This design comes from an exercise in tuning for small area and a short achievable clock period on the open sky130 flow, not from production work.
Function was checked by simulation only, so behaviour that the tests miss may differ from the original.

==> design/flow/flow/run.sh <==
#!/bin/bash
# The standard layout (standard.sh) with two changes:
#  * synthesis maps with a plain area-recovery ABC script (strash, dch, amap)
#    (flow/abc_amap.script); everything else in synthesis is synth_recipe.tcl as is,
#    so the registers, their names and cell types are the standard synthesis's;
#  * the port buffers that global placement inserts on every input and output are buf_2
#    cells rather than the delay-buffer cell buffer_ports picks by default.
set -euo pipefail
cd "$(dirname "$0")/.."
work=$(pwd)
{
  head -n 1 synth_recipe.tcl
  echo "proc abc {args} {"
  echo "  set i [lsearch -exact \$args -script]"
  echo "  if {\$i >= 0} { lset args [expr {\$i + 1}] {$work/flow/abc_amap.script} }"
  echo "  yosys abc {*}\$args"
  echo "}"
  tail -n +2 synth_recipe.tcl
} > own_synth.tcl
export BUFFER_PORTS_ARGS="-buffer_cell sky130_fd_sc_hd__buf_2"
bash standard.sh SYNTH_SCRIPT="$work/own_synth.tcl" finish > standard_flow.log 2>&1
==> design/flow/flow/abc_amap.script <==
strash
dch
amap
topo
stime -c
==> design/flow/standard.sh <==
#!/bin/bash
# synth_recipe.tcl (not shown) runs the flow's synth.tcl, then flattens the netlist and writes it again
# the make line also repeats each setting of config.mk as NAME=value (left out here)
make -C /OpenROAD-flow-scripts/flow DESIGN_CONFIG=/design/flow/config.mk WORK_HOME=/design/flow/orfs CLKGATE_MAP_FILE= SYNTH_SCRIPT=/design/flow/synth_recipe.tcl "${@:-finish}"
==> design/flow/config.mk <==
export PLATFORM = sky130hd
export DESIGN_NAME = mdu_hilo
export DESIGN_NICKNAME = mdu_hilo
export VERILOG_FILES = /design/flow/design.v
export SDC_FILE = /design/flow/constraint.sdc
export NUM_CORES = 4
export LEC_CHECK = 0
export ABC_AREA = 1
export CAP_MARGIN = 30
export CORE_MARGIN = 2
export CORE_UTILIZATION = 40
export CTS_BUF_LIST = sky130_fd_sc_hd__clkbuf_4 sky130_fd_sc_hd__clkbuf_8
export SLEW_MARGIN = 30
==> design/flow/constraint.sdc <==
create_clock -name core_clock -period 105.0 [get_ports {clk}]
set_input_delay 21.0000 -clock core_clock [delete_from_list [all_inputs] [get_ports {clk}]]
set_output_delay 21.0000 -clock core_clock [all_outputs]
set_load 0.01 [all_outputs]
==> design/flow/design.v <==
module mdu_add_row #(
  parameter int W = 35
) (
  input  logic [W-1:0] x,
  input  logic [W-1:0] y,
  input  logic         ci,
  output logic [W-1:0] s,
  output logic         co
);
  logic [W:0] c;
  assign c[0] = ci;
  for (genvar i = 0; i < W; i++) begin : g_bit
    assign {c[i+1], s[i]} = {1'b0, x[i]} + {1'b0, y[i]} + {1'b0, c[i]};
  end
  assign co = c[W];
endmodule
module mdu_csel_row #(
  parameter int L = 23
) (
  input  logic [34:0] x,
  input  logic [34:0] y,
  input  logic        ci,
  output logic [34:0] s,
  output logic        c33
);
  logic        cl, co0, co1;
  logic [32-L:0] su0, su1;
  mdu_add_row #(L)      u_lo (.x(x[L-1:0]), .y(y[L-1:0]), .ci(ci),   .s(s[L-1:0]), .co(cl));
  mdu_add_row #(33 - L) u_u0 (.x(x[32:L]),  .y(y[32:L]),  .ci(1'b0), .s(su0),      .co(co0));
  mdu_add_row #(33 - L) u_u1 (.x(x[32:L]),  .y(y[32:L]),  .ci(1'b1), .s(su1),      .co(co1));
  assign s[32:L] = cl ? su1 : su0;
  assign c33     = cl ? co1 : co0;
  logic unused;
  mdu_add_row #(2)      u_hi (.x(x[34:33]), .y(y[34:33]), .ci(c33),  .s(s[34:33]), .co(unused));
endmodule
module mdu_cinc (
  input  logic [31:0] v,
  input  logic        inv,
  input  logic        inc,
  output logic [31:0] o
);
  logic [32:0] c;
  assign c[0] = inc;
  for (genvar i = 0; i < 32; i++) begin : g_bit
    assign o[i]   = v[i] ^ inv ^ c[i];
    assign c[i+1] = c[i] & (v[i] ^ inv);
  end
endmodule
module mdu_bsel (
  input  logic [34:0] yx,
  input  logic        one,
  input  logic        two,
  input  logic        neg,
  output logic [34:0] o
);
  assign o[0] = (one & yx[0]) ^ neg;
  for (genvar i = 1; i < 35; i++) begin : g_bit
    assign o[i] = ((one & yx[i]) | (two & yx[i-1])) ^ neg;
  end
endmodule
module mdu_hilo #(
  parameter int MULT_CYCLES = 5,
  parameter int DIV_CYCLES  = 10
) (
  input  logic        clk,
  input  logic        reset,
  input  logic [3:0]  MDU_op,
  input  logic        start,
  input  logic        Req,
  input  logic [31:0] E_V1_f,
  input  logic [31:0] E_V2_f,
  output logic        busy,
  output logic [31:0] MDU_out
);
  localparam logic [3:0] OP_MULT  = 4'd1;
  localparam logic [3:0] OP_MULTU = 4'd2;
  localparam logic [3:0] OP_DIV   = 4'd3;
  localparam logic [3:0] OP_DIVU  = 4'd4;
  localparam logic [3:0] OP_MFHI  = 4'd5;
  localparam logic [3:0] OP_MFLO  = 4'd6;
  localparam logic [3:0] OP_MTHI  = 4'd7;
  localparam logic [3:0] OP_MTLO  = 4'd8;
  logic        busy_q;           
  logic        zh_q, zl_q;       
  logic        nh_q;             
  logic        nl_q;             
  logic        lw_q;             
  logic        w_q;              
  logic [3:0]  k_q;              
  logic        mul_q;            
  logic        com_q;            
  logic        sgn_q;            
  logic        corr_q;           
  logic        bp_q;             
  logic        mc_q;             
  logic [1:0]  qt_q;             
  logic        ax_q;             
  logic [31:0] hi_q, lo_q, b_q;
  logic acc, op_mul, op_div, op_mult, op_div_s;
  assign acc      = start & ~Req & ~busy_q;
  assign op_mult  = (MDU_op == OP_MULT);
  assign op_mul   = (MDU_op == OP_MULT) | (MDU_op == OP_MULTU);
  assign op_div_s = (MDU_op == OP_DIV);
  assign op_div   = (MDU_op == OP_DIV) | (MDU_op == OP_DIVU);
  logic        a_neg, b_neg, bz, bhz, bho, dsmall, q31, q30, r1, w0, w1, w2;
  logic [1:0]  at, dlo, x2, r2;
  logic [4:1]  dk;               
  always_comb begin
    a_neg  = op_div_s & E_V1_f[31];
    b_neg  = op_div_s & E_V2_f[31];
    bz     = (E_V2_f == 32'd0);
    bhz    = ~(|E_V2_f[31:3]);
    bho    = &E_V2_f[31:3];
    for (int k = 1; k <= 4; k++)
      dk[k] = b_neg ? (bho & (E_V2_f[2:0] == 3'(8 - k))) : (bhz & (E_V2_f[2:0] == 3'(k)));
    dsmall = |dk[3:1];
    dlo    = dk[1] ? 2'd1 : dk[2] ? 2'd2 : dk[3] ? 2'd3 : 2'd0;
    at     = E_V1_f[31:30] ^ {2{a_neg}};
    w0     = dk[1];
    q31    = at[1] & dk[1];
    r1     = at[1] & ~q31;
    w1     = q31 ? (w0 & at[1]) : (at[1] ? dk[2] : dk[1]);
    x2     = {r1, at[0]};
    q30    = dsmall & (x2 >= dlo);
    r2     = q30 ? (x2 - dlo) : x2;
    w2     = q30 ? (w1 & at[0]) : dk[3'(x2) + 3'd1];
  end
  logic dm, mm, mc;
  assign dm = ~mul_q;                        
  assign mm = mul_q & ~mc_q;                 
  assign mc = mc_q;                          
  logic        bs;
  logic [34:0] yx;
  assign bs = sgn_q & b_q[31];
  assign yx = {bs, bs, bs, b_q};
  logic [3:0] one, two, neg, bd_one, bd_two, bd_neg;
  logic [8:0] bw;
  assign bw = {lo_q[7:0], bp_q};
  for (genvar r = 0; r < 4; r++) begin : g_booth
    assign bd_one[r] = bw[2*r+1] ^ bw[2*r];
    assign bd_two[r] = (bw[2*r+2] & ~bw[2*r+1] & ~bw[2*r]) | (~bw[2*r+2] & bw[2*r+1] & bw[2*r]);
    assign bd_neg[r] = bw[2*r+2] & ~(bw[2*r+1] & bw[2*r]);
  end
  always_comb begin
    one = bd_one;
    two = bd_two;
    neg = bd_neg;
    if (dm) begin
      one[2:0] = 3'b111;
      two[2:0] = 3'b000;
      neg[2:0] = {3{~bs}};
    end
    if (mc) begin
      one[0] = corr_q;
      two[0] = 1'b0;
      neg[0] = 1'b0;
    end
  end
  logic [34:0] x1, x2r, x3, x4, y1, y2, y3, y4, s1, s2, s3, s4, rr1, rr2, rr3;
  logic        c1, c2, c3, c4;
  logic [2:0] db;
  assign db = lo_q[29:27] ^ {3{nh_q}};
  assign x1 = {hi_q[31], hi_q[31], hi_q, dm ? db[2] : ax_q};
  mdu_bsel u_y1 (.yx(yx), .one(one[0]), .two(two[0]), .neg(neg[0]), .o(y1));
  mdu_csel_row u_r1 (.x(x1), .y(y1), .ci(neg[0]), .s(s1), .c33(c1));
  assign rr1 = {s1[34:32], ~c1 ? x1[31:0] : s1[31:0]};
  assign x2r = dm ? {s1[34], s1[34], rr1[31:0], db[1]} : {s1[34], s1[34], s1[34:2]};
  mdu_bsel u_y2 (.yx(yx), .one(one[1]), .two(two[1]), .neg(neg[1]), .o(y2));
  mdu_csel_row u_r2 (.x(x2r), .y(y2), .ci(neg[1]), .s(s2), .c33(c2));
  assign rr2 = {s2[34:32], ~c2 ? x2r[31:0] : s2[31:0]};
  assign x3 = dm ? {s2[34], s2[34], rr2[31:0], db[0]} : {s2[34], s2[34], s2[34:2]};
  mdu_bsel u_y3 (.yx(yx), .one(one[2]), .two(two[2]), .neg(neg[2]), .o(y3));
  mdu_csel_row u_r3 (.x(x3), .y(y3), .ci(neg[2]), .s(s3), .c33(c3));
  assign rr3 = {s3[34:32], ~c3 ? x3[31:0] : s3[31:0]};
  logic wa, wb, wc;
  assign wa = c1 ? (w_q & db[2]) : (&s1[32:0]);
  assign wb = c2 ? (wa  & db[1]) : (&s2[32:0]);
  assign wc = c3 ? (wb  & db[0]) : (&s3[32:0]);
  assign x4 = {s3[34], s3[34], s3[34:2]};
  mdu_bsel u_y4 (.yx(yx), .one(one[3]), .two(two[3]), .neg(neg[3]), .o(y4));
  mdu_add_row u_r4 (.x(x4), .y(y4), .ci(neg[3]), .s(s4), .co(c4));
  logic last;
  assign last = mul_q ? (k_q == 4'd4) : (k_q == 4'd9);
  always_ff @(posedge clk or negedge reset) begin
    if (!reset) begin
      busy_q <= 1'b0;
      zh_q   <= 1'b1;
      zl_q   <= 1'b1;
    end else begin
      if (busy_q) begin
        if (last) busy_q <= 1'b0;
      end else if (acc && (op_mul || op_div)) begin
        busy_q <= 1'b1;
      end
      if (acc && ((MDU_op == OP_MTHI) || op_mul || (op_div && !bz))) zh_q <= 1'b0;
      if (acc && ((MDU_op == OP_MTLO) || op_mul || (op_div && !bz))) zl_q <= 1'b0;
    end
  end
  always_ff @(posedge clk) begin
    bp_q <= busy_q & lo_q[7];
    mc_q <= busy_q & mul_q & (k_q == 4'd3);
    if (!busy_q) begin
      b_q    <= E_V2_f;
      k_q    <= 4'd0;
      mul_q  <= op_mul;
      com_q  <= op_mul | ~bz;
      sgn_q  <= op_mult | op_div_s;
      corr_q <= (MDU_op == OP_MULTU) & E_V1_f[31];
    end else begin
      k_q <= k_q + 4'd1;
    end
    if (acc) begin
      case (MDU_op)
        OP_MTHI: begin
          hi_q <= E_V1_f;
          nh_q <= 1'b0;
        end
        OP_MTLO: begin
          lo_q <= E_V1_f;
          nl_q <= 1'b0;
          lw_q <= 1'b0;
        end
        OP_MULT, OP_MULTU: begin
          ax_q <= 1'b0;
          hi_q <= 32'd0;
          lo_q <= E_V1_f;
          nh_q <= 1'b0;
          nl_q <= 1'b0;
          lw_q <= 1'b0;
        end
        OP_DIV, OP_DIVU: begin
          if (!bz) begin
            hi_q <= {30'd0, r2};
            lo_q <= E_V1_f;
            qt_q <= {q31, q30};
            nh_q <= a_neg;
            nl_q <= a_neg ^ b_neg;
            lw_q <= a_neg;
            w_q  <= w2;
          end
        end
        default: ;
      endcase
    end else if (busy_q && com_q) begin
      if (mm) begin
        {hi_q, ax_q} <= s4[34:2];
        lo_q         <= {s4[1:0], s3[1:0], s2[1:0], s1[1:0], lo_q[31:8]};
      end else if (mc) begin
        hi_q <= s1[31:0];
      end else begin
        hi_q <= rr3[31:0];
        lo_q <= {last ? qt_q : lo_q[28:27], lo_q[26:0], c1, c2, c3};
        w_q  <= wc;
      end
    end
  end
  logic [31:0] hi_out, lo_out;
  assign hi_out = hi_q ^ {32{nh_q}};
  mdu_cinc u_lout (.v(lo_q), .inv(nl_q), .inc(nl_q ^ (lw_q & w_q)), .o(lo_out));
  assign busy    = busy_q;
  assign MDU_out = ({32{(MDU_op == OP_MFHI) & ~zh_q & ~(nh_q & w_q)}} & hi_out) |
                   ({32{(MDU_op == OP_MFLO) & ~zl_q}} & lo_out);
endmodule
==> run summary, run 1 <==
* Status: timing/DRC/antenna clean
* Max FO, Critical Path at 20
* Worst min-delay path class: flip-flop to flip-flop
* Critical Path Max Stage Delay at 0.37 ns
* P&R area growth vs syn at 13.9%
* N_diodes at 0
* Seq cells post-synth at 116
* Initial antenna violation count at 0
* Mean post-synth cell area at 8.39 sq um
* Post-Route WL at 58.9 mm
* Reg2Reg Setup Slack at 63.06 ns
* Seq/Total Area, Yosys at 24.2%
* Final setup viols at 0
* Critical path endpoint category: output port
* Via count at 15005
* Die H at 192 um
* Post-route DRC at 0
* CP Launch Type: primary input
* Delay-heaviest family, CP: buffers and inverters
* Ranking of synthesized cells by area: edfxtp_1 23%, fa_1 22%, o22ai_1 12%, o21ai_0 6.0%, nand2_1 6.0%
* Worst-Margin Slew at 0.874 ns
* Worst-Skew Late Latency at 0.49 ns
* Syn_nets at 1951
* Worst setup margin at 61.49 ns
* Port Buffers at 104
* Clock period minus worst slack at 43.51 ns
* Final Hold Fails at 0
* Post-Route Skew at 0.0231 ns
* EDFF count, synth at 107
* CP max-delay cell: buf_4
* Mapped Area at 14100 sq um
* Root Driver: clkbuf_8
* Synth area leader: edfxtp_1
* Chip Width at 192 um
* Maxcap violations at 0
* Crit path kind: primary input to output port
* Num rows at 68
* Global route overflow at 0
* Post-synth top area share at 22.8%
* Synth Flop Type: edfxtp_1
* Req. time, crit path at 84.00 ns
* Final Util at 46.3%
* RSZ-0062 raised after global routing: false
* Layout cells sized above 1 at 10.4%
* Starting DRT DRC Count at 1743
* Num ports at 105
* Crit-path cells: buf_2 -> clkinv_1 -> nand2_1 -> nor3_1 -> nand2_1 -> buf_4 -> o21ai_0 -> buf_2
* Postcts setup bufs at 0
* Nets at 2112
* Reg clk slew, reported paths at 0.07 ns
* Hold slack at 0.487 ns
* Cell variety after synth at 38
* HPWL Detailed at 42.9 mm
* Routed Antenna Nets at 0
* Pin count of the biggest net entering global routing at 68
* Via-to-Cell Ratio at 6.50
* Fmax at 0.0230 GHz
* Commonest non-fill, non-tap cell in the layout: o22ai_1
* First-pass iteration count of the detailed router at 7
* Yosys warnings at 1
* CTS tree: built
* Dpl ws at 61.52 ns
* CORE AREA at 34600 sq um
* Drt wl/cell at 25.5 um
* Vias in the first global route at 14153
* Crit path DAT at 22.51 ns
* H-tree depth at 4
* Full die area at 36700 sq um
* Resized cells post-CTS at 0
* Final RePlAce weighted congestion at 0.990
* Clock Path Buffers at 2
* FFs w/ async S/R, synth at 2.59%
* Hold_buf cts at 0
* First-pass GRT wire length at 89.5 mm
* Most frequent cells in the layout: 264 x o22ai_1, 224 x nand2_1, 199 x clkinv_1, 167 x o21ai_0, 165 x nor2_1
* CTS buffer count at 17
* Initial core utilization at 40.6%
* Final setup TNS at 0 ns
* Fin crit share at 41.4%
* Gr usage total at 32.9%
* Post-Syn Instances at 1678
* Sink Count at 116
* Slew margin rel. at 41.7%
* Slew Limit Fails at 0
* Buffers & Inverters on Critical Path at 4
==> cells by family (layout without fill, tap and decap cells) <==
group	Yosys count	after routing	synth area share (%)
AO/OA/AOI/OAI	688	688	30.3
AND/OR/NAND/NOR	473	473	13.9
adder cells (fa/ha/maj)	201	201	26.2
buffers and inverters	200	374	5.33
flip-flops	116	116	24.2
==> sequential cells by signal, summed over array words and instances, names as in the netlist, 2 cells and up <==
register	flops
b_q	32
k_q	4
lo_q	32
qt_q	2
hi_q	32
==> per-stage QoR <==
step	std cells	instance area [sq um]
6_report	2307	16000
5_1_grt	2307	16000
4_1_cts	2307	16000
3_5_place_dp	2275	15500
3_3_place_gp	2275	15500
2_1_floorplan	1678	14100
==> layer usage <==
metal  global-route usage [%]  vias to the layer above  routed length (um)
met5                        0                        -                   0
met4                     11.5                        0                2140
met3                     9.23                      127                7100
met2                     50.0                      969               26000
met1                     44.9                     7212               23700
li1                         -                     6697                   -
==> cell type report <==
class,instances,area (sq um)
repair buffers,142,806
fillers,3454,18600
multi-input cells,1362,10000
clock inverters,9,198
well taps,455,569
inverters,200,751
clock buffers,23,292
flip-flops and latches,116,3410
==> worst reg2reg max path: cells and delay by family (launching register included) <==
kind                     cells  cell delay, ns
adder cells (fa/ha/maj)     78           34.45
AO/OA/AOI/OAI               10            1.82
AND/OR/NAND/NOR              5            0.92
flip-flops                   1            0.32
buffers and inverters       16            4.30
==> synthesized netlist by cell type, drive strengths merged (2+ instances only) <==
cell type,n
o22ai,268
nand2,224
clkinv,200
nor2,170
o21ai,170
fa,157
a21oi,119
edfxtp,107
o221ai,62
ha,44
nor4,23
nand4,15
nor3,15
o32ai,15
o211ai,12
a221oi,9
a221o,7
nor2b,7
dfxtp,6
or3,6
or4,6
a222oi,5
o22a,5
a22oi,4
a211oi,3
or2,3
a31oi,2
dfstp,2
nand3,2
o221a,2
==> path summary, 6_finish.rpt <==
path | start | end | depth (start not counted)
setup / recovery | MDU_op[3] | MDU_out[16] | 8
hold / removal | k_q[0] | k_q[0] | 1
setup reg to reg | mul_q | hi_q[30] | 109
hold reg to reg | k_q[0] | k_q[0] | 1
max in group asynchronous | reset | zh_q | 1
min in group asynchronous | reset | busy_q | 1
==> inputs of run 2 (changes only) <==
--- a/design/flow/design.v
+++ b/design/flow/design.v
@@ -35,5 +35,4 @@
 endmodule
-module mdu_cinc (
+module mdu_inc (
   input  logic [31:0] v,
-  input  logic        inv,
   input  logic        inc,
@@ -44,4 +43,4 @@
   for (genvar i = 0; i < 32; i++) begin : g_bit
-    assign o[i]   = v[i] ^ inv ^ c[i];
-    assign c[i+1] = c[i] & (v[i] ^ inv);
+    assign o[i]   = v[i] ^ c[i];
+    assign c[i+1] = c[i] & v[i];
   end
@@ -234,3 +233,3 @@
             lo_q <= E_V1_f;
-            qt_q <= {q31, q30};
+            qt_q <= {q31, q30} ^ {2{a_neg ^ b_neg}};
             nh_q <= a_neg;
@@ -251,3 +250,3 @@
         hi_q <= rr3[31:0];
-        lo_q <= {last ? qt_q : lo_q[28:27], lo_q[26:0], c1, c2, c3};
+        lo_q <= {last ? qt_q : lo_q[28:27], lo_q[26:0], {c1, c2, c3} ^ {3{nl_q}}};
         w_q  <= wc;
@@ -258,3 +257,3 @@
   assign hi_out = hi_q ^ {32{nh_q}};
-  mdu_cinc u_lout (.v(lo_q), .inv(nl_q), .inc(nl_q ^ (lw_q & w_q)), .o(lo_out));
+  mdu_inc u_lout (.v(lo_q), .inc(nl_q ^ (lw_q & w_q)), .o(lo_out));
   assign busy    = busy_q;
--- a/design/flow/config.mk
+++ b/design/flow/config.mk
@@ -10,4 +10,5 @@
 export CORE_MARGIN = 2
-export CORE_UTILIZATION = 40
-export CTS_BUF_LIST = sky130_fd_sc_hd__clkbuf_4 sky130_fd_sc_hd__clkbuf_8
+export CORE_UTILIZATION = 50
+export CTS_BUF_LIST = sky130_fd_sc_hd__clkbuf_8
+export CTS_CLUSTER_SIZE = 40
 export SLEW_MARGIN = 30
==> run 2 against run 1 <==
  * Still clean
  * Global-route usage rose by 7.6 points
  * Utilization rose by 11 points
  * Final area decreased by 1.8%
  * Setup slack got worse by 0.25 ns
  * Sequential share of layout area grew 0.40 points
  * Count of clock-buffer cells in the layout decreased by 4
  * Clock skew rose by 0.00093 ns
  * Synthesized cell count shrank 1.5%
  * Synthesized area fell by 0.84%
  * Critical path type unchanged
==> run summary, run 2 <==
* Slew Limit Fails at 0
* CORE AREA at 27600 sq um
* Nets at 2086
* Final RePlAce weighted congestion at 0.941
* Yosys warnings at 1
* Ranking of synthesized cells by area: edfxtp_1 23%, fa_1 23%, o22ai_1 12%, clkinv_1 6.3%, nor2_1 4.8%
* Post-Route WL at 57.6 mm
* Post-synth top area share at 23.0%
* Crit path DAT at 22.76 ns
* Global route overflow at 0
* Worst min-delay path class: flip-flop to flip-flop
* Final Util at 57.0%
* Layout cells sized above 1 at 10.3%
* Worst-Skew Late Latency at 0.50 ns
* Resized cells post-CTS at 0
* Final Hold Fails at 0
* Crit-path most repeated cell: buf_2
* Top post-synthesis cells by count: 275 x o22ai_1, 234 x clkinv_1, 180 x nor2_1
* Post-Route Skew at 0.0240 ns
* Critical Path Max Stage Delay at 0.39 ns
* Slew margin rel. at 39.2%
* EDFF count, synth at 107
* H-tree depth at 4
* Dpl cells at 2170
* Met2 routed wirelength at 25.3 mm
* Final setup viols at 0
* Critical path endpoint category: output port
* Num ports at 105
* First-pass iteration count of the detailed router at 8
* Post-Syn Instances at 1653
* Sink Count at 116
* Via count at 14892
* Met3 routed WL at 6.59 mm
* First-pass GRT wire length at 86.7 mm
* Crit path kind: primary input to output port
* Most frequent cells in the layout: 271 x o22ai_1, 233 x clkinv_1, 177 x nand2_1, 175 x nor2_1, 157 x fa_1
* Area after DPL at 15300 sq um
* Port Buffers at 104
* CTS tree: built
* FFs w/ async S/R, synth at 2.59%
* Non-filler cells in the finished layout at 2204
* Die H at 171 um
* Root Driver: clkbuf_8
* Worst-Margin Slew at 0.911 ns
* CTS buffer count at 17
* Status: timing/DRC/antenna clean
* Gr usage total at 40.5%
* Clock period minus worst slack at 43.76 ns
* Syn_nets at 1926
* Cell area after layout at 15700 sq um
* N_diodes at 0
* Reg2Reg Setup Slack at 62.47 ns
* Commonest non-fill, non-tap cell in the layout: o22ai_1
* Mapped Area at 14000 sq um
* Most frequent cell after synthesis: o22ai_1
* Full die area at 29300 sq um
* Initial core utilization at 50.5%
* Fin crit share at 41.7%
* Req. time, crit path at 84.00 ns
* Vias in the first global route at 13851
* Largest regs: b_q x32, hi_q x32, lo_q x32
* P&R area growth vs syn at 12.8%
* Via-to-Cell Ratio at 6.76
* CP max-delay cell: nand4_1
* Maxcap violations at 0
* Synth area leader: edfxtp_1
* Chip Width at 171 um
* Met1 WL at 23.2 mm
* Routed Antenna Nets at 0
* Max Used Layer: met5
* Crit-path cells: buf_2 -> clkinv_1 -> nand2_1 -> a21oi_1 -> nand4_1 -> buf_6 -> buf_4 -> o22ai_1 -> buf_2
* Seq cells post-synth at 116
* Reg clk slew, reported paths at 0.07 ns
* Max FO, Critical Path at 16
* Initial antenna violation count at 1
* Mean post-synth cell area at 8.44 sq um
* Seq/Total Area, Yosys at 24.4%
* Drt wl/cell at 26.1 um
* RSZ-0062 raised after global routing: false
* Synth Flop Type: edfxtp_1
* Postcts setup bufs at 0
* CP Launch Type: primary input
* Cell variety after synth at 44
* Clock Path Buffers at 2
* Final setup TNS at 0 ns
* Num rows at 61
* HPWL Detailed at 41.3 mm
* Post-route DRC at 0
* Pin count of the biggest net entering global routing at 67
* Hold_buf cts at 0
* Fmax at 0.0229 GHz
* Starting DRT DRC Count at 2090
[run 2: cell count changes after synthesis, moves of 4 or more]
| cell | previous run | this run |
|---|---|---|
| a21oi_1 | 119 | 125 |
| nor2_1 | 170 | 180 |
| clkinv_1 | 200 | 234 |
| nand2_1 | 224 | 177 |
| o221ai_1 | 62 | 46 |
| a221oi_1 | 9 | 13 |
| o21ai_0 | 170 | 135 |
| o22ai_1 | 268 | 275 |
| nor4_1 | 23 | 18 |
| nand4_1 | 15 | 20 |
[run 2: path summary, 6_finish.rpt]
path | to | start | depth (start not counted)
max | MDU_out[0] | MDU_op[3] | 9
min | zh_q | zh_q | 2
max reg2reg | hi_q[30] | mc_q | 105
min reg2reg | zh_q | zh_q | 2
max in group asynchronous | zh_q | reset | 1
min in group asynchronous | busy_q | reset | 1
[run 2: metal layers]
layer	global-route usage, %	vias to the layer above
met4	16.1	2
met1	56.1	7088
met2	61.8	1069
met5	0	-
li1	-	6577
met3	8.86	156
[run 2: stage by stage]
stage	worst slack, ns	hold WS [ns]
6_report	61.24	0.448
5_1_grt	61.16	0.476
4_1_cts	60.89	0.451
3_5_place_dp	60.89	0.440
3_3_place_gp	60.94	0.440
2_1_floorplan	60.90	0.422
[run 2: logic make-up after synthesis]
family,count (synthesis),synth area share (%)
DFF,116,24.4
and+or+nand+nor,437,13.1
buffers and inverters,234,6.29
adders and majority gates,201,26.5
AOI/OAI and AO/OA,665,29.7
[run 2: area by class of cell]
class | count | area, sq um
Clock buffer | 19 | 262
Fill cell | 2656 | 11900
Multi-Input combinational cell | 1303 | 9760
Sequential cell | 116 | 3410
Timing Repair Buffer | 141 | 810
Clock inverter | 13 | 145
Tap cell | 378 | 473
Inverter | 234 | 880
[run 2: critical path, delay by kind of cell]
kind | cells | cell delay [ns]
AO/OA/AOI/OAI | 2 | 0.39
buffers and inverters | 5 | 0.89
AND/OR/NAND/NOR | 2 | 0.48
==> inputs of run 3 (changes only) <==
--- a/design/flow/config.mk
+++ b/design/flow/config.mk
@@ -10,3 +10,3 @@
 export CORE_MARGIN = 2
-export CORE_UTILIZATION = 50
+export CORE_UTILIZATION = 55
 export CTS_BUF_LIST = sky130_fd_sc_hd__clkbuf_8
==> run 3 against run 2 <==
  * Fmax about the same
  * Count of clock-buffer cells in the layout fell by 2
  * Final cell count shrank 2.2%
  * Largest cell class unchanged
  * Critical path type unchanged
==> run summary, run 3 <==
* Crit-path most repeated cell: buf_2
* Fmax at 0.0229 GHz
* Storage cell area at 3410 sq um
* Synth area leader: edfxtp_1
* Final setup TNS at 0 ns
* Cell variety after synth at 44
* EDFF count, synth at 107
* Most frequent cell after synthesis: o22ai_1
* Crit path from: MDU_op[3]
* Status: timing/DRC/antenna clean
* Crit path DAT at 22.73 ns
* Crit-path cells: buf_2 -> clkinv_1 -> nand2_1 -> a21oi_1 -> nand4_1 -> buf_6 -> buf_4 -> o22ai_1 -> buf_2
* Post-Syn Instances at 1653
* Slew margin rel. at 42.0%
* Clock Path Buffers at 2
* Dpl cells at 2120
* CORE AREA at 25000 sq um
* CTS buffer count at 17
* Sink Count at 116
* Clock period minus worst slack at 43.73 ns
* Syn_nets at 1926
* Worst-Margin Slew at 0.862 ns
* Via count at 15121
* Critical Path Max Stage Delay at 0.33 ns
* Req. time, crit path at 84.00 ns
* Crit path kind: primary input to output port
* Vias in the first global route at 14071
* Mapped Area at 14000 sq um
* Top post-synthesis cells by count: 275 x o22ai_1, 234 x clkinv_1, 180 x nor2_1
* Port Buffers at 104
* First-pass GRT wire length at 84.7 mm
* Seq/Total Area, Yosys at 24.4%
* Worst min-delay path class: flip-flop to flip-flop
* Post-route DRC at 0
* Chip Width at 163 um
* Ranking of synthesized cells by area: edfxtp_1 23%, fa_1 23%, o22ai_1 12%, clkinv_1 6.3%, nor2_1 4.8%
* Synth Flop Type: edfxtp_1
* Maxcap violations at 0
* Via-to-Cell Ratio at 7.02
* Commonest non-fill, non-tap cell in the layout: o22ai_1
* H-tree depth at 4
* Global route overflow at 0
* Hold_buf cts at 0
* Full die area at 26700 sq um
* RSZ-0062 raised after global routing: false
* Num rows at 58
* Drt wl/cell at 26.2 um
* Multi-input logic area at 9760 sq um
* Gr usage total at 43.0%
* CTS tree: built
* First-pass iteration count of the detailed router at 8
* Seq cells post-synth at 116
* Fin crit share at 41.6%
* Post-synth top area share at 23.0%
* Worst r2r src: mc_q
* P&R area growth vs syn at 12.3%
* Hold path startpoint: zh_q
* CP max-delay cell: nand4_1
* Hold slack at 0.468 ns
* Final Hold Fails at 0
* Post-Route Skew at 0.0255 ns
* Die H at 163 um
* Mean post-synth cell area at 8.44 sq um
* Starting DRT DRC Count at 2221
* Max FO, Critical Path at 17
* Critical path endpoint category: output port
* CP Launch Type: primary input
* Largest regs: b_q x32, hi_q x32, lo_q x32
* Post-Route WL at 56.5 mm
* FFs w/ async S/R, synth at 2.59%
* Nets at 2084
* Final setup viols at 0
* Layout cells sized above 1 at 10.3%
* Reg clk slew, reported paths at 0.08 ns
* Yosys warnings at 1
* Resized cells post-CTS at 0
* Pin count of the biggest net entering global routing at 67
* Non-filler cells in the finished layout at 2155
* Slew Limit Fails at 0
* Initial antenna violation count at 1
* Postcts setup bufs at 0
* Most frequent cells in the layout: 271 x o22ai_1, 232 x clkinv_1, 177 x nand2_1, 175 x nor2_1, 157 x fa_1
* FILL cells at 2334
* Final RePlAce weighted congestion at 0.947
* Num ports at 105
* Routed Antenna Nets at 0
* Initial core utilization at 55.8%
* Root Driver: clkbuf_8
* Worst-Skew Late Latency at 0.48 ns
* HPWL Detailed at 40.6 mm
## run 3: cell type report
cell class | count | share of cell area, %
clock inverter | 15 | 1.06
clock buffer | 17 | 1.49
tap | 330 | 2.63
sequential | 116 | 21.8
multi-input combinational | 1303 | 62.3
antenna | 1 | 0.0160
inverter | 234 | 5.61
timing repair buffer | 139 | 5.12
## run 3: layer usage
metal  up-vias  global-route usage (%)  wire length, um
met5         -                       0                0
met4         0                    17.8             2730
met3       200                    10.6             7820
met2      1210                    66.0            24600
met1      7143                    58.6            21300
li1       6568                       -                -
## run 3: worst max-delay path: cells and delay by family
kind,cells,cell delay [ns]
AO/OA/AOI/OAI,2,0.43
AND/OR/NAND/NOR,2,0.41
buffers and inverters,5,0.88
## run 3: kinds of logic after synthesis
group                    share of synthesized area [%]
adder cells (fa/ha/maj)                           26.5
buffers and inverters                             6.29
flip-flops                                        24.4
AO/OA/AOI/OAI                                     29.7
AND/OR/NAND/NOR                                   13.1
## run 3: final timing paths
path                               to  slack [ns]  cells after the start
min in group asynchronous      busy_q       20.30                      1
setup reg to reg             hi_q[30]       62.20                    103
hold / removal                   zh_q        0.47                      2
setup / recovery           MDU_out[0]       61.27                      9
hold reg to reg                  zh_q        0.47                      2
max in group asynchronous        zh_q       84.50                      1
## run 3: per-stage QoR
| step | setup slack [ns] | util (%) | area [sq um] |
|---|---|---|---|
| CTS | 60.90 | 62.5 | 15600 |
| global route | 60.75 | 62.6 | 15700 |
| detailed placement | 60.89 | 60.9 | 15200 |
| floorplan | 60.90 | - | 14000 |
| finish | 61.27 | 62.6 | 15700 |
| global placement | 61.02 | 60.8 | 15200 |
==> inputs of run 4 (changes only) <==
--- a/design/flow/config.mk
+++ b/design/flow/config.mk
@@ -10,3 +10,3 @@
 export CORE_MARGIN = 2
-export CORE_UTILIZATION = 55
+export CORE_UTILIZATION = 40
 export CTS_BUF_LIST = sky130_fd_sc_hd__clkbuf_8
==> run 4 against run 3 <==
  * Non-clock buffer count decreased by 4
  * Global-route usage decreased by 11 points
  * Final area increased by 0.81%
  * Fmax decreased by 0.13%
  * Worst hold slack got worse by 0.00080 ns
  * Synthesized cell count unchanged
  * Register-to-register slack got worse by 0.02 ns
  * Die area increased by 37%
  * Critical path type unchanged
==> run summary, run 4 <==
* Hold slack at 0.468 ns
* Ranking of synthesized cells by area: edfxtp_1 23%, fa_1 23%, o22ai_1 12%, clkinv_1 6.3%, nor2_1 4.8%
* Crit path DAT at 22.78 ns
* Clock period minus worst slack at 43.78 ns
* CP Launch Type: primary input
* Num ports at 105
* Global route overflow at 0
* Nets at 2080
* Synth area leader: edfxtp_1
* Dpl ws at 61.19 ns
* Slew margin rel. at 34.0%
* Gr usage total at 32.3%
* Full die area at 36400 sq um
* Fmax at 0.0228 GHz
* Pin count of the biggest net entering global routing at 67
* Worst-Skew Late Latency at 0.51 ns
* Xor-xnor portion of the synthesized cell area at 0%
* Mux cell area share after synthesis at 0%
* Maxcap violations at 0
* Synth Flop Type: edfxtp_1
* Sink Count at 116
* Adder-cell share of the synthesized area at 26.5%
* CTS buffer count at 17
* RSZ-0062 raised after global routing: false
* Hold_buf cts at 0
* Worst-Margin Slew at 0.988 ns
* Top post-synthesis cells by count: 275 x o22ai_1, 234 x clkinv_1, 180 x nor2_1
* Reg clk slew, reported paths at 0.08 ns
* Yosys warnings at 1
* Clock Path Buffers at 2
* Mapped Area at 14000 sq um
* Port Buffers at 104
* Crit-path most repeated cell: buf_2
* Mean post-synth cell area at 8.44 sq um
* Final Hold Fails at 0
* FFs w/ async S/R, synth at 2.59%
* HPWL Detailed at 41.7 mm
* Starting DRT DRC Count at 2022
* Syn_nets at 1926
* Crit-path cells: buf_2 -> clkinv_1 -> nand2_1 -> a21oi_1 -> nand4_1 -> buf_4 -> o22ai_1 -> buf_2
* Cell variety after synth at 44
* Drt wl/cell at 25.4 um
* Critical Path Max Stage Delay at 0.55 ns
* Postcts setup bufs at 0
* Post-Synth Simple-Gate Area at 13.1%
* Crit path kind: primary input to output port
* Routed Antenna Nets at 0
* Num rows at 68
* Resized cells post-CTS at 0
* Root Driver: clkbuf_8
* Max FO, Critical Path at 22
* Reg2Reg Depth at 104
* Req. time, crit path at 84.00 ns
* CP max-delay cell: nand4_1
* Largest regs: b_q x32, hi_q x32, lo_q x32
* Die H at 191 um
* Final RePlAce weighted congestion at 0.936
* Status: timing/DRC/antenna clean
* Post-Route Skew at 0.0292 ns
* CORE AREA at 34500 sq um
* Via count at 14758
* Seq/Total Area, Yosys at 24.4%
* Worst min-delay path class: flip-flop to flip-flop
* Seq cells post-synth at 116
* Synth Area in Compound Gates at 29.7%
* EDFF count, synth at 107
* Most frequent cells in the layout: 271 x o22ai_1, 231 x clkinv_1, 177 x nand2_1, 175 x nor2_1, 157 x fa_1
* Vias in the first global route at 13920
* Slew Limit Fails at 0
* Initial core utilization at 40.5%
* Initial antenna violation count at 2
* Critical path endpoint category: output port
* Post-Route WL at 57.7 mm
* CTS tree: built
* Chip Width at 191 um
* First-pass GRT wire length at 87.6 mm
* First-pass iteration count of the detailed router at 6
* Layout cells sized above 1 at 10.2%
* Most frequent cell after synthesis: o22ai_1
* Fin crit share at 41.7%
* Largest family of logic cells by synthesized area: compound AO/OA/AOI/OAI gates
* Final setup TNS at 0 ns
* Final setup viols at 0
* Commonest non-fill, non-tap cell in the layout: o22ai_1
* Worst setup margin at 61.22 ns
* Post-Syn Instances at 1653
* H-tree depth at 4
* Post-synth top area share at 23.0%
* P&R area growth vs syn at 13.2%
* Post-route DRC at 0
* Hold depth at 2
* Via-to-Cell Ratio at 6.48
==> run 4: cell counts after synthesis <==
No cell type changed its count.
==> run 4: final cells by class <==
cell class | count | area, sq um
clock inverter | 12 | 138
fill | 3483 | 18700
antenna | 1 | 2.50
sequential | 116 | 3410
multi-input combinational | 1303 | 9770
timing repair buffer | 135 | 753
clock buffer | 20 | 275
tap | 455 | 569
inverter | 234 | 880
==> run 4: logic make-up after synthesis <==
logic type / after synthesis
buf+inv: 234
fa+ha+maj: 201
flops: 116
simple gates: 437
compound gates: 665
==> run 4: final timing paths <==
kind | startpoint | endpoint | slack (ns)
worst max register to register | mul_q | hi_q[30] | 62.18
worst min register to register | zh_q | zh_q | 0.47
max in group asynchronous | reset | zh_q | 84.51
worst max-delay path | MDU_op[3] | MDU_out[29] | 61.22
worst min-delay path | zh_q | zh_q | 0.47
min in group asynchronous | reset | busy_q | 20.29
==> run 4: metal layers <==
metal	part of all wire, %	GRT usage, %	vias to the layer above
li1	-	-	6557
met1	40	45.1	6962
met2	43	48.8	1052
met3	12	7.56	187
met4	4.3	11.7	0
met5	0	0	-
==> run 4: worst max-delay path, delay by kind of cell <==
family          cells  cell delay [ns]
simple gates        2             0.63
compound gates      2             0.33
buf+inv             4             0.81
==> run 4: per-stage QoR <==
stage / utilization, % / instance area (sq um) / instances
global route: 45.8 / 15800 / 2275
global placement: 44.6 / 15400 / 2243
detailed placement: 44.6 / 15400 / 2243
CTS: 45.8 / 15800 / 2275
floorplan: - / 14000 / 1653
finish: 45.8 / 15800 / 2276
==> inputs of run 5 (changes only) <==
--- a/design/flow/design.v
+++ b/design/flow/design.v
@@ -82,3 +82,3 @@
   logic        busy_q;           
-  logic        zh_q, zl_q;       
+  logic        hr_q, lr_q;       
   logic        nh_q;             
@@ -185,4 +185,4 @@
       busy_q <= 1'b0;
-      zh_q   <= 1'b1;
-      zl_q   <= 1'b1;
+      hr_q   <= 1'b0;
+      lr_q   <= 1'b0;
     end else begin
@@ -193,4 +193,5 @@
       end
-      if (acc && ((MDU_op == OP_MTHI) || op_mul || (op_div && !bz))) zh_q <= 1'b0;
-      if (acc && ((MDU_op == OP_MTLO) || op_mul || (op_div && !bz))) zl_q <= 1'b0;
+      if (acc && ((MDU_op == OP_MTHI) || op_mul || (op_div && !bz))) hr_q <= 1'b1;
+      else if (busy_q && com_q && !mul_q) hr_q <= ~(nh_q & wc);
+      if (acc && ((MDU_op == OP_MTLO) || op_mul || (op_div && !bz))) lr_q <= 1'b1;
     end
@@ -259,4 +260,4 @@
   assign busy    = busy_q;
-  assign MDU_out = ({32{(MDU_op == OP_MFHI) & ~zh_q & ~(nh_q & w_q)}} & hi_out) |
-                   ({32{(MDU_op == OP_MFLO) & ~zl_q}} & lo_out);
-endmodule
+  assign MDU_out = ({32{(MDU_op == OP_MFHI) & hr_q}} & hi_out) |
+                   ({32{(MDU_op == OP_MFLO) & lr_q}} & lo_out);
+endmodule
==> run 5 against run 4 <==
  * Still clean
  * Setup slack worse by 0.11 ns
==> run summary, run 5 <==
* Nets at 2083
* Crit path from: MDU_op[3]
* First-pass iteration count of the detailed router at 6
* Reg2Reg Setup Slack at 62.42 ns
* Post-synth top area share at 23.0%
* HPWL Detailed at 43.7 mm
* CTS tree: built
* EDFF count, synth at 107
* Seq/Total Area, Yosys at 24.4%
* Reg clk slew, reported paths at 0.08 ns
* Root Driver: clkbuf_8
* Reg2Reg Depth at 103
* Worst r2r src: mc_q
* Die H at 191 um
* CTS buffer count at 17
* Hold_buf cts at 0
* Fmax at 0.0228 GHz
* RR Endpoint: hi_q[30]
* Final setup TNS at 0 ns
* Largest regs: b_q x32, hi_q x32, lo_q x32
* Layout cells sized above 1 at 10.3%
* Drt wl/cell at 26.2 um
* Port Buffers at 104
* Via count at 14936
* Post-Syn Instances at 1649
* Synth area leader: edfxtp_1
* Syn_nets at 1922
* Via-to-Cell Ratio at 6.56
* Area after DPL at 15400 sq um
* Commonest non-fill, non-tap cell in the layout: o22ai_1
* CP Capture Point: MDU_out[14]
* Maxcap violations at 0
* Post-Route Skew at 0.0335 ns
* Fin crit share at 41.8%
* Starting DRT DRC Count at 2047
* Worst-Margin Slew at 1.12 ns
* Mean post-synth cell area at 8.46 sq um
* Pin count of the biggest net entering global routing at 67
* Ranking of synthesized cells by area: edfxtp_1 23%, fa_1 23%, o22ai_1 14%, clkinv_1 6.2%, nand2_1 5.3%
* Resized cells post-CTS at 0
* N_diodes at 0
* Final setup viols at 0
* Num rows at 68
* Postcts setup bufs at 0
* Yosys warnings at 1
* Post-Route WL at 59.7 mm
* Req. time, crit path at 84.00 ns
* Slew Limit Fails at 0
* Sink Count at 116
* Global route overflow at 0
* Routed Antenna Nets at 0
* Cell variety after synth at 46
* Clock period minus worst slack at 43.89 ns
* Gr usage total at 33.5%
* Initial antenna violation count at 0
* FILL cells at 3426
* Most frequent cells in the layout: 301 x o22ai_1, 230 x clkinv_1, 196 x nand2_1, 157 x fa_1, 145 x nor2_1
* Seq cells post-synth at 116
* Initial core utilization at 40.5%
* RSZ-0062 raised after global routing: false
* Synth Flop Type: edfxtp_1
* Most frequent cell after synthesis: o22ai_1
* Slew margin rel. at 24.9%
* Crit path DAT at 22.89 ns
* Clock Path Buffers at 2
* Worst-Skew Late Latency at 0.52 ns
* Num ports at 105
* Critical path endpoint category: output port
* CORE AREA at 34500 sq um
* Final RePlAce weighted congestion at 0.962
* Status: timing/DRC/antenna clean
* Mapped Area at 14000 sq um
* H-tree depth at 4
* Max FO, Critical Path at 18
* First-pass GRT wire length at 89.7 mm
* Crit path kind: primary input to output port
* P&R area growth vs syn at 13.8%
* Post-route DRC at 0
* Hold path startpoint: k_q[0]
* Vias in the first global route at 14171
* CP Launch Type: primary input
* Worst min-delay path class: flip-flop to flip-flop
* Full die area at 36400 sq um
* Final Hold Fails at 0
* Cell area after layout at 15900 sq um
* Chip Width at 191 um
* Top post-synthesis cells by count: 304 x o22ai_1, 231 x clkinv_1, 196 x nand2_1
* FFs w/ async S/R, synth at 2.59%
[run 5: worst min path at each step]
stage	endpoint	slack, ns	depth (start not counted)
after global routing	k_q[0]	0.50	1
after global placement	k_q[0]	0.46	1
after CTS	k_q[3]	0.49	2
final	k_q[0]	0.49	1
after detailed placement	k_q[0]	0.47	1
after floorplan	lr_q	0.44	1
[run 5: critical path, cell delays in order]
cell and delay, ns:
buf_2 0.11, clkinv_1 0.07, nand2_1 0.09, or4_1 0.88
buf_4 0.39, o22ai_1 0.17, buf_2 0.16
[run 5: layout make-up]
| type | instances | area (sq um) | area share (%) |
|---|---|---|---|
| clock buffers | 17 | 234 | 1.47 |
| well taps | 455 | 569 | 3.59 |
| flip-flops and latches | 116 | 3410 | 21.5 |
| inverters | 231 | 867 | 5.46 |
| repair buffers | 142 | 806 | 5.07 |
| multi-input cells | 1302 | 9760 | 61.5 |
| clock inverters | 15 | 230 | 1.45 |
[run 5: logic make-up after synthesis]
| logic type | count (synthesis) | synth area share, % |
|---|---|---|
| AOI/OAI and AO/OA | 679 | 30.2 |
| and+or+nand+nor | 422 | 12.7 |
| buffers and inverters | 231 | 6.21 |
| adders and majority gates | 201 | 26.5 |
| DFF | 116 | 24.4 |
[run 5: layer usage]
metal / track usage [%] / wire length, um / up-vias / share of wire (%)
li1: - / - / 6589 / -
met1: 45.6 / 23800 / 7150 / 40
met2: 50.5 / 26200 / 1038 / 44
met3: 9.07 / 7280 / 159 / 12
met4: 13.1 / 2430 / 0 / 4.1
met5: 0 / 0 / - / 0
[run 5: metrics by stage]
| stage | hold slack, ns | std cells | util, % | setup slack (ns) |
|---|---|---|---|---|
| 6_report | 0.486 | 2278 | 46.1 | 61.11 |
| 2_1_floorplan | 0.439 | 1649 | - | 60.32 |
| 4_1_cts | 0.489 | 2278 | 46.1 | 61.11 |
| 3_3_place_gp | 0.460 | 2246 | 44.7 | 61.20 |
| 5_1_grt | 0.502 | 2278 | 46.1 | 60.96 |
| 3_5_place_dp | 0.471 | 2246 | 44.7 | 61.11 |

==> afterwards: timing with drivers on the ports <==
No port has a modelled driver above. Below, the same layouts with a new extraction and two added sets of constraints.
Step 1 assumes that a clkbuf_16 drives the clock port and a buf_2 every other input.
Step 2 also shifts input and output timing later by t, the mid clock arrival at the registers, as if the neighbouring blocks saw the same clock.
Slacks: no drivers / after step 1 / after step 2; pairs: no drivers / after step 1.
run	t (ns)	slack for setup (ns)	worst hold slack (ns)
run 1	0.532	61.489 / 61.469 / 61.469	0.487 / 0.487 / 0.487
run 2	0.537	61.238 / 61.216 / 61.216	0.448 / 0.448 / 0.448
run 3	0.514	61.272 / 61.252 / 61.252	0.468 / 0.468 / 0.468
run 4	0.542	61.217 / 61.198 / 61.198	0.468 / 0.468 / 0.468
run 5	0.553	61.107 / 61.088 / 61.088	0.486 / 0.486 / 0.486
After both steps every run listed still meets setup and hold. For run 2, which loses most, drivers alone change the setup slack by -0.022 ns; drivers and shift together by -0.022 ns.
